What follows belongs to an exercise in optimizing a design on an open flow for small area, a short achievable clock period and few clock cycles; a production flow would make more cautious choices.
The RTL was checked by simulation tests, not by an equivalence proof against the original design.

== the reference run ==
## ntwrk_size_tracker
module ntwrk_size_tracker
#(
    parameter int NUM_CONNS  = 8,
    parameter int NUM_POINTS = 1000,
    parameter int SIZE_W     = $clog2(NUM_POINTS) + 1,
    parameter int TOP_K      = 3,
    parameter int PROD_W     = SIZE_W * TOP_K
) (
    input  logic              clk,
    input  logic              rst,
    input  logic              cmd_vld,
    output logic              cmd_rdy,
    input  ntwrk_size_pkg::ntwrk_size_cmd_t cmd,
    output logic              rsp_vld,
    input  logic              rsp_rdy,
    output logic [PROD_W-1:0] rsp_data,
    output logic              rsp_is_prod,
    output logic              busy,
    output logic              err
);
    localparam int N  = 8;
    localparam int W  = 11;
    localparam int R  = 3;                
    localparam int ND = (W + R - 1) / R;  
    localparam int PW = 33;
    typedef enum logic [1:0] {E_IDLE, E_P2, E_P3, E_MUL} eng_e;
    logic [W-1:0] size_q [N];
    logic [N-1:0] vld;
    logic         err_q;
    logic         rdy_q;
    logic         pend_q, pend_upd_q;
    logic [W-1:0] pend_v_q;
    eng_e         eng_q;
    logic [W-1:0] t0_q, t1_q, t2_q;
    logic [N-1:0] excl_q;
    logic         ebusy_q, dirty_q, pia_q;
    logic         ph2_q, first_q;
    logic [1:0]   k_q;
    logic         rsp_vld_q, rsp_prod_q;
    logic [PW-1:0] acc_q;
    always_comb for (int i = 0; i < N; i++) vld[i] = |size_q[i];
    logic rsp_free;
    assign rsp_free = !rsp_vld_q || rsp_rdy;
    assign cmd_rdy     = rdy_q;
    assign busy        = !rdy_q;
    assign err         = err_q;
    assign rsp_vld     = rsp_vld_q;
    assign rsp_is_prod = rsp_prod_q;
    assign rsp_data    = acc_q;
    logic [2:0] op;
    logic [3:0] ca, cb;
    logic       acc_cmd;
    assign op      = cmd.id;
    assign ca      = cmd.ntwrka;
    assign cb      = cmd.ntwrkb;
    assign acc_cmd = cmd_vld && rdy_q;
  ...
Size in the first run: about 1800 cells after synthesis, roughly 53 I/O pins, roughly 0.016 sq mm of cells after synthesis.
make LEC_CHECK=0 CAP_MARGIN=20 CORE_MARGIN=2 CORE_UTILIZATION=55 SETUP_SLACK_MARGIN=3 SLEW_MARGIN=20 finish   # period 10.0 ns
run.sh (not shown) runs the stock make flow with config.mk's settings and CLKGATE_MAP_FILE= SYNTH_SCRIPT=/design/flow/synth_recipe.tcl, a recipe that flattens the netlist after the stock synthesis.
The reference run completed end to end with timing, DRC and antenna clean.
Testbench counts of the reference run, summed over its fixed seeds: cycles 6,298.
Modified inputs, the trial run compared to the reference run
- CORE_UTILIZATION: 55 -> 40
- SETUP_SLACK_MARGIN: 3 -> 4
Results
Clock-buffer cell count, the reference run and the trial run, lower one = the reference run. Run comparison: the trial run cell type of the slowest stage on the worst timing path sky130_fd_sc_hd__dfrtp_1; the reference run cell type of the slowest stage on the worst timing path sky130_fd_sc_hd__mux2i_1. The trial run vs. the reference run: normalized max-slew margin went up by 6.3 points. Re flip-flop and latch share of the layout cell area: the reference run and the trial run aren't equal, and the higher value belongs to the reference run. The number of inserted filler cells in the final layout number comes out lower for the reference run vs the trial run. The tap cell count number comes out lower for the reference run vs the trial run. Per the comparison of the trial run with the reference run, length in cells of the worst reg-to-reg path went up by about 30%; via density per instance has decreased. Setup TNS after final layout: the trial run vs the reference run identical. The trial run against the reference run: setup slack grew by 0.36 ns.


== Q ==
Starting RTL as in the previous note.
Settings: LEC_CHECK=0, CAP_MARGIN=20, CORE_MARGIN=2, CORE_UTILIZATION=40, SETUP_SLACK_MARGIN=3, SLEW_MARGIN=20; clock period 10.0 ns.
Testbench counts of Q, summed over its fixed seeds: cycles 6,298.
Inputs modified between Q and P:
-- flow/config.mk --
<<< Q, line 11
export SETUP_SLACK_MARGIN = 3
>>> P, line 11
export SETUP_SLACK_MARGIN = 3.5
==> comparison <==
- P against Q; cell count along the critical path is up by more than 10%.
- size_q[2][1]$_DFFE_PP0P_ as the beginning of the critical path was reported by Q, and size_q[0][10]$_DFFE_PP0P_ by P.
- Between Q and P, the flow reports via count increasing slightly.
- Final HPWL from detailed placement ended up 2.2% higher on P than on Q.
- Comparing P against Q, there is no change at all in proportion of synthesized chip area in sequential cells.
- Setup slack in P is larger than in Q.
- Status: overall track demand over capacity in global routing parity (P, Q)
- Row final estimated routing congestion in global placement: P lower / Q higher
- Of P and Q, the higher number of buffers other than clock buffers in the final layout belongs to P.

[afterwards: timing with drivers on the ports]
The results above use ideal ports. As a check the final layouts listed here were re-extracted and re-timed, cells and wires unchanged.
Step 1, drivers: a clkbuf_16 drives clk and a buf_2 each remaining input, both assumed.
Step 2, shift: input delay + t, output delay - t, t = (earliest + latest rising clock arrival at the registers) / 2. This alone moves slack from input paths to output paths.
Slacks: ideal / step 1 / step 2; pairs: ideal / step 1.
run	t (ns)	setup slack, ns	hold slack, ns	worst setup path after step 2
the reference run	0.514	3.235 / 3.235 / 2.756	0.454 / 0.454 / 0.454	input to register
the trial run	0.561	3.600 / 3.600 / 3.600	0.472 / 0.472 / 0.472	register to register
Q	0.556	3.220 / 3.220 / 2.789	0.461 / 0.461 / 0.461	input to register
P	0.534	3.566 / 3.566 / 3.282	0.461 / 0.461 / 0.461	input to register
After both steps setup and hold are still met in every run listed. The setup slack of the reference run, which loses most, moves by 0.000 ns with the drivers and by -0.479 ns with both steps.
